This is an optimization exercise on Yosys and OpenROAD, whose aim is small area, a short achievable clock period and few clock cycles per item, not a production implementation. RTL that was checked went through simulation tests only; none was proved equivalent to the original.

==> inputs of build 49 <==
==> flow/design.v (excerpt) <==
module bpm_pos_calc (
    input  logic        clk,
    input  logic        rst,
    input  logic        data_valid,
    input  logic [31:0] A_IN,
    input  logic [31:0] B_IN,
    input  logic [31:0] C_IN,
    input  logic [31:0] D_IN,
    input  logic [15:0] Diameter,
    output logic [24:0] X,
    output logic [24:0] Y,
    output logic [33:0] S,
    output logic [1:0]  err,
    output logic        busy,
    output logic        rdy
);
==> module bpm_pos_calc, before the edit <==
module bpm_pos_calc (
    input  logic        clk,
    input  logic        rst,
    input  logic        data_valid,
    input  logic [31:0] A_IN,
    input  logic [31:0] B_IN,
    input  logic [31:0] C_IN,
    input  logic [31:0] D_IN,
    input  logic [15:0] Diameter,
    output logic [24:0] X,
    output logic [24:0] Y,
    output logic [33:0] S,
    output logic [1:0]  err,
    output logic        busy,
    output logic        rdy
);
    logic [31:0] a_r, c_r;
    logic [32:0] sab, scd;
    logic [21:0] kr;        
    logic        kx, kyn;   
    logic        kp;        
    logic [32:0] rx, ry;
    logic [24:0] wx, wy;
    logic [4:0]  cnt;
    logic        last;
    assign last = (cnt == 5'd23);
    logic b24, b23;
    assign b24 = (Diameter >= 16'd33555);
    assign b23 = ((Diameter >= 16'd16778) && !b24) || (Diameter >= 16'd50332);
    logic [22:0] p125;
    assign p125 = {kr[15:0], 7'b0} - {7'b0, kr[15:0]} - {6'b0, kr[15:0], 1'b0};
    function automatic logic [32:0] add_ks(input logic [31:0] x, input logic [31:0] y);
        logic [31:0] g, p, g2, p2;
        g = x & y;
        p = x ^ y;
        for (int d = 1; d < 32; d = d * 2) begin
            g2 = g;
            p2 = p;
            for (int i = d; i < 32; i++) begin
                g2[i] = g[i] | (p[i] & g[i-d]);
                p2[i] = p[i] & p[i-d];
            end
            g = g2;
            p = p2;
        end
        add_ks = {g[31], (x ^ y) ^ {g[30:0], 1'b0}};
    endfunction
    function automatic logic [34:0] add3(input logic [34:0] p, input logic [34:0] x,
                                         input logic [34:0] y);
        logic [34:0] sm, cy;
        sm = p ^ x ^ y;
        cy = (p & x) | (p & y) | (x & y);
        add3 = sm + {cy[33:0], 1'b1};
    endfunction
    function automatic logic [34:0] step_r(input logic [32:0] r, input logic [31:0] a,
                                           input logic [32:0] s, input logic k);
        logic [34:0] r2, ka, c0, c1, c2;
        r2 = {1'b0, r, 1'b0};
        ka = {3'b0, a & {32{k}}};
        c0 = r2 + ka;
        c1 = add3(r2, ka, ~{2'b0, s});
        c2 = add3(r2, ka, ~{1'b0, s, 1'b0});
        if (!c2[34])      step_r = {2'd2, c2[32:0]};
        else if (!c1[34]) step_r = {2'd1, c1[32:0]};
        else              step_r = {2'd0, c0[32:0]};
    endfunction
    function automatic logic [24:0] step_w(input logic [24:0] w, input logic kp,
                                           input logic [1:0] t);
        logic [24:0] wm1, wp1;
        wm1 = w - 25'd1;
        wp1 = w + 25'd1;
        case ({kp, t})
            3'b000, 3'b101: step_w = {w[23:0], 1'b0};
            3'b001, 3'b110: step_w = {w[23:0], 1'b1};
            3'b010:         step_w = {wp1[23:0], 1'b0};
            default:        step_w = {wm1[23:0], 1'b1};
        endcase
    endfunction
    function automatic logic [24:0] fin_res(input logic [24:0] w, input logic [32:0] r,
                                            input logic [32:0] s, input logic t);
        logic [24:0] wp1;
        logic        up;
        wp1 = w + 25'd1;
        up  = w[24] && (t ? ({r, 1'b0} != {1'b0, s}) : (r != 33'd0));
        if (s == 33'd0) fin_res = 25'd0;
        else if (!up)   fin_res = {w[23:0], t};
        else if (t)     fin_res = {wp1[23:0], 1'b0};
        else            fin_res = {w[23:0], 1'b1};
    endfunction
    logic [1:0]  tx, ty;
    logic [32:0] nrx, nry;
    assign {tx, nrx} = step_r(rx, a_r, sab, kx);
    assign {ty, nry} = step_r(ry, c_r, scd, !kyn);
    always_ff @(posedge clk or posedge rst) begin
        if (rst) begin
            busy <= 1'b0;
            rdy  <= 1'b0;
            X    <= '0;
            Y    <= '0;
            S    <= '0;
            err  <= '0;
        end else begin
            rdy <= 1'b0;
            if (!busy) begin
                busy <= data_valid;
            end else if (last) begin
                busy <= 1'b0;
                rdy  <= 1'b1;
                X    <= fin_res(wx, rx, sab, tx[0]);
                Y    <= fin_res(wy, ry, scd, ty[0]);
                S    <= {1'b0, sab} + {1'b0, scd};
                err  <= {scd == 33'd0, sab == 33'd0};
            end
        end
    end
    always_ff @(posedge clk) begin
        if (!busy) begin
            a_r <= A_IN;
            c_r <= C_IN;
            sab <= add_ks(A_IN, B_IN);
            scd <= add_ks(C_IN, D_IN);
        end
    end
    always_ff @(posedge clk) begin
        if (!busy) begin
            rx  <= b24 ? {1'b0, A_IN} : 33'd0;
            ry  <= b24 ? {1'b0, C_IN} : 33'd0;
            wx  <= 25'd0;
            wy  <= 25'd0;
            kp  <= b24;
            kx  <= b23;
            kyn <= !b23;
            kr  <= {6'd0, Diameter};
            cnt <= 5'd0;
        end else begin
            rx  <= nrx;
            ry  <= nry;
            wx  <= step_w(wx, kp, tx);
            wy  <= step_w(wy, kp, ty);
            kp  <= kx;
            cnt <= cnt + 5'd1;
            if (cnt == 5'd0) begin
                kx  <= p125[20];
                kyn <= !p125[20];
                kr  <= {p125[19:0], 2'b00};
            end else begin
                kx  <= kr[21];
                kyn <= !kr[21];
                kr  <= {kr[20:0], 1'b0};
            end
        end
    end
endmodule
export LEC_CHECK = 0
export CAP_MARGIN = 20
export CORE_MARGIN = 2
export CORE_UTILIZATION = 40
export SLEW_MARGIN = 20
create_clock -name core_clock -period 13.0 [get_ports {clk}]
standard.sh (not shown) runs the stock make flow with config.mk's settings and CLKGATE_MAP_FILE= SYNTH_SCRIPT=/design/flow/synth_recipe.tcl, a recipe that flattens the netlist after the stock synthesis.
==> flow/flow/run.sh <==
#!/bin/bash
set -euo pipefail
bash standard.sh SETUP_SLACK_MARGIN=8 "BUFFER_PORTS_ARGS=-buffer_cell sky130_fd_sc_hd__buf_4" finish > standard_make.log 2>&1
==> inputs of build 98, as changes to build 49 <==
--- a/flow/design.v
+++ b/flow/design.v
@@ -29,22 +29,6 @@
     assign b23 = ((Diameter >= 16'd16778) && !b24) || (Diameter >= 16'd50332);
     logic [22:0] p125;
     assign p125 = {kr[15:0], 7'b0} - {7'b0, kr[15:0]} - {6'b0, kr[15:0], 1'b0};
-    function automatic logic [32:0] add_ks(input logic [31:0] x, input logic [31:0] y);
-        logic [31:0] g, p, g2, p2;
-        g = x & y;
-        p = x ^ y;
-        for (int d = 1; d < 32; d = d * 2) begin
-            g2 = g;
-            p2 = p;
-            for (int i = d; i < 32; i++) begin
-                g2[i] = g[i] | (p[i] & g[i-d]);
-                p2[i] = p[i] & p[i-d];
-            end
-            g = g2;
-            p = p2;
-        end
-        add_ks = {g[31], (x ^ y) ^ {g[30:0], 1'b0}};
-    endfunction
     function automatic logic [34:0] add3(input logic [34:0] p, input logic [34:0] x,
                                          input logic [34:0] y);
         logic [34:0] sm, cy;
@@ -117,8 +101,8 @@
         if (!busy) begin
             a_r <= A_IN;
             c_r <= C_IN;
-            sab <= add_ks(A_IN, B_IN);
-            scd <= add_ks(C_IN, D_IN);
+            sab <= {1'b0, A_IN} + {1'b0, B_IN};
+            scd <= {1'b0, C_IN} + {1'b0, D_IN};
         end
     end
     always_ff @(posedge clk) begin
==> flow/flow/run.sh (replaced) <==
#!/bin/bash
set -euo pipefail
bash standard.sh SETUP_SLACK_MARGIN=7 "BUFFER_PORTS_ARGS=-buffer_cell sky130_fd_sc_hd__buf_4" finish > standard_make.log 2>&1
CORE_UTILIZATION = 60   (was 40)
==> inputs of build 45, as changes to build 49 <==
==> flow/design.v (replaced) <==
module bpm_pos_calc (
    input  logic        clk,
    input  logic        rst,
    input  logic        data_valid,
    input  logic [31:0] A_IN,
    input  logic [31:0] B_IN,
    input  logic [31:0] C_IN,
    input  logic [31:0] D_IN,
    input  logic [15:0] Diameter,
    output logic [24:0] X,
    output logic [24:0] Y,
    output logic [33:0] S,
    output logic [1:0]  err,
    output logic        busy,
    output logic        rdy
);
    logic [31:0] a_r, c_r;
    logic [32:0] sab, scd;
    logic [21:0] kr;      
    logic        kx, kyn;   
    logic [32:0] rx, ry;
    logic [25:0] vx, vy;
    logic [4:0]  cnt;
    logic        last;
    assign last = (cnt == 5'd23);
    logic b24, b23;
    assign b24 = (Diameter >= 16'd33555);
    assign b23 = ((Diameter >= 16'd16778) && !b24) || (Diameter >= 16'd50332);
    logic [22:0] p125;
    assign p125 = {kr[15:0], 7'b0} - {7'b0, kr[15:0]} - {6'b0, kr[15:0], 1'b0};
    function automatic logic [34:0] add3(input logic [34:0] p, input logic [34:0] x,
                                         input logic [34:0] y);
        logic [34:0] sm, cy;
        sm = p ^ x ^ y;
        cy = (p & x) | (p & y) | (x & y);
        add3 = sm + {cy[33:0], 1'b1};
    endfunction
    function automatic logic [34:0] step_r(input logic [32:0] r, input logic [31:0] a,
                                           input logic [32:0] s, input logic k);
        logic [34:0] r2, ka, c0, c1, c2;
        r2 = {1'b0, r, 1'b0};
        ka = {3'b0, a & {32{k}}};
        c0 = r2 + ka;
        c1 = add3(r2, ka, ~{2'b0, s});
        c2 = add3(r2, ka, ~{1'b0, s, 1'b0});
        if (!c2[34])      step_r = {2'd2, c2[32:0]};
        else if (!c1[34]) step_r = {2'd1, c1[32:0]};
        else              step_r = {2'd0, c0[32:0]};
    endfunction
    function automatic logic [25:0] step_v(input logic [25:0] v, input logic k,
                                           input logic [1:0] t);
        logic [24:0] vm1, vp1, vp2;
        vm1 = v[24:0] - 25'd1;
        vp1 = v[24:0] + 25'd1;
        vp2 = v[24:0] + 25'd2;
        case ({k, t})
            3'b000, 3'b101: step_v = {v[24:0], k};
            3'b001, 3'b110: step_v = {vp1, k};
            3'b010:         step_v = {vp2, 1'b0};
            default:        step_v = {vm1, 1'b1};
        endcase
    endfunction
    function automatic logic [24:0] fin_res(input logic [25:0] v, input logic [32:0] r,
                                            input logic [32:0] s, input logic t);
        logic [24:0] vp1, vp2;
        logic        vneg, vm1, rnz, r2eq;
        vp1  = v[24:0] + 25'd1;
        vp2  = v[24:0] + 25'd2;
        vneg = v[25];
        vm1  = (v == '1);
        rnz  = (r != 33'd0);
        r2eq = ({r, 1'b0} == {1'b0, s});
        if (s == 33'd0)  fin_res = 25'd0;
        else if (!t)     fin_res = (vneg && rnz) ? vp1 : v[24:0];
        else             fin_res = (vneg && !vm1 && !r2eq) ? vp2 : vp1;
    endfunction
    logic [1:0]  tx, ty;
    logic [32:0] nrx, nry;
    assign {tx, nrx} = step_r(rx, a_r, sab, kx);
    assign {ty, nry} = step_r(ry, c_r, scd, !kyn);
    always_ff @(posedge clk or posedge rst) begin
        if (rst) begin
            busy <= 1'b0;
            rdy  <= 1'b0;
            X    <= '0;
            Y    <= '0;
            S    <= '0;
            err  <= '0;
        end else begin
            rdy <= 1'b0;
            if (!busy) begin
                busy <= data_valid;
            end else if (last) begin
                busy <= 1'b0;
                rdy  <= 1'b1;
                X    <= fin_res(vx, rx, sab, tx[0]);
                Y    <= fin_res(vy, ry, scd, ty[0]);
                S    <= {1'b0, sab} + {1'b0, scd};
                err  <= {scd == 33'd0, sab == 33'd0};
            end
        end
    end
    always_ff @(posedge clk) begin
        if (!busy) begin
            a_r <= A_IN;
            c_r <= C_IN;
            sab <= {1'b0, A_IN} + {1'b0, B_IN};
            scd <= {1'b0, C_IN} + {1'b0, D_IN};
        end
    end
    always_ff @(posedge clk) begin
        if (!busy) begin
            rx  <= b24 ? {1'b0, A_IN} : 33'd0;
            ry  <= b24 ? {1'b0, C_IN} : 33'd0;
            vx  <= {26{b24}};
            vy  <= {26{b24}};
            kx  <= b23;
            kyn <= !b23;
            kr  <= {6'd0, Diameter};
            cnt <= 5'd0;
        end else begin
            rx  <= nrx;
            ry  <= nry;
            vx  <= step_v(vx, kx, tx);
            vy  <= step_v(vy, !kyn, ty);
            cnt <= cnt + 5'd1;
            if (cnt == 5'd0) begin
                kx  <= p125[20];
                kyn <= !p125[20];
                kr  <= {p125[19:0], 2'b00};
            end else begin
                kx  <= kr[21];
                kyn <= !kr[21];
                kr  <= {kr[20:0], 1'b0};
            end
        end
    end
endmodule
==> flow/run.sh (new file) <==
#!/bin/bash
# synth_recipe.tcl (not shown) runs the flow's synth.tcl, then flattens the netlist and writes it again
# the make line also repeats each setting of config.mk as NAME=value (left out here)
make -C /OpenROAD-flow-scripts/flow DESIGN_CONFIG=/design/flow/config.mk WORK_HOME=/design/flow/orfs CLKGATE_MAP_FILE= SYNTH_SCRIPT=/design/flow/synth_recipe.tcl finish
SETUP_SLACK_MARGIN = 5   (was unset)
removed: flow/flow/run.sh
removed: flow/standard.sh
==> comparison table <==
item	build 45	build 98	build 49
Met2 demand-to-capacity share in global routing	42.2%	56.0%	38.8%
Worst Reg-to-Reg Cells	15	17	17
Count of standard-cell rows	111	87	108
Average wire per cell in the routed design	23.1 um	21.0 um	21.4 um
FF-to-FF setup slack	6.70 ns	7.26 ns	8.19 ns
Crit-path max cell delay	0.77 ns	0.74 ns	0.51 ns
Xor/xnor cell area share of the yosys netlist	8.07%	9.39%	7.80%
Clk Latency, worst-skew pair	0.62 ns	0.60 ns	0.62 ns
Non-clock buffer share of cell area	6.10%	5.00%	5.37%
Vias in the first global route	32,800	28,500	29,800
Placed instance area	0.0404 mm2	0.0367 mm2	0.0382 mm2
Post-placement worst setup slack	6.21 ns	6.34 ns	6.98 ns
Routed length on met1	60,600 um	45,400 um	54,800 um
Met3 Routed Length	10,700 um	7960 um	9080 um
Total iterations of the first detailed-routing run	8	6	6
Crit path arrival time	6.79 ns	6.10 ns	5.29 ns
Pin count of the biggest net entering global routing	82	87	84
Fraction of the mapped netlist area in adder cells	21.1%	22.7%	22.0%
Outcome	finished clean	finished clean	finished clean
Setup repair after global routing missed its margin	false	false	true
Mapped Cells	4,330	3,936	4,066
Testbench counts of build 98, summed over its fixed seeds: cycles 24,000, items 960.
The RTL of build 49 and build 45 was laid out without a check of its function.

==> what the ideal ports hide <==
In the flow no input, the clock included, has a driving cell. The finished layouts below were timed again as built, in two steps. Step 1 assumes that a clkbuf_16 drives the clock port and a buf_2 every other input. Step 2 also shifts input and output timing later by t, the mid clock arrival at the registers, as if the neighbouring blocks saw the same clock. a / b / c = ideal ports / drivers / drivers and shift; a / b = the first two.
run	shift t [ns]	setup WS [ns]	latest minus earliest clock arrival (ns)
build 49	0.671	8.074 / 8.114 / 7.442	0.036 / 0.035
build 98	0.657	7.233 / 7.265 / 6.618	0.015 / 0.014
build 45	0.678	6.699 / 6.699 / 6.092	0.028 / 0.028
After both steps setup and hold are still met in every run listed. The setup slack of build 49, which loses most, moves by +0.040 ns with the drivers and by -0.632 ns with both steps.
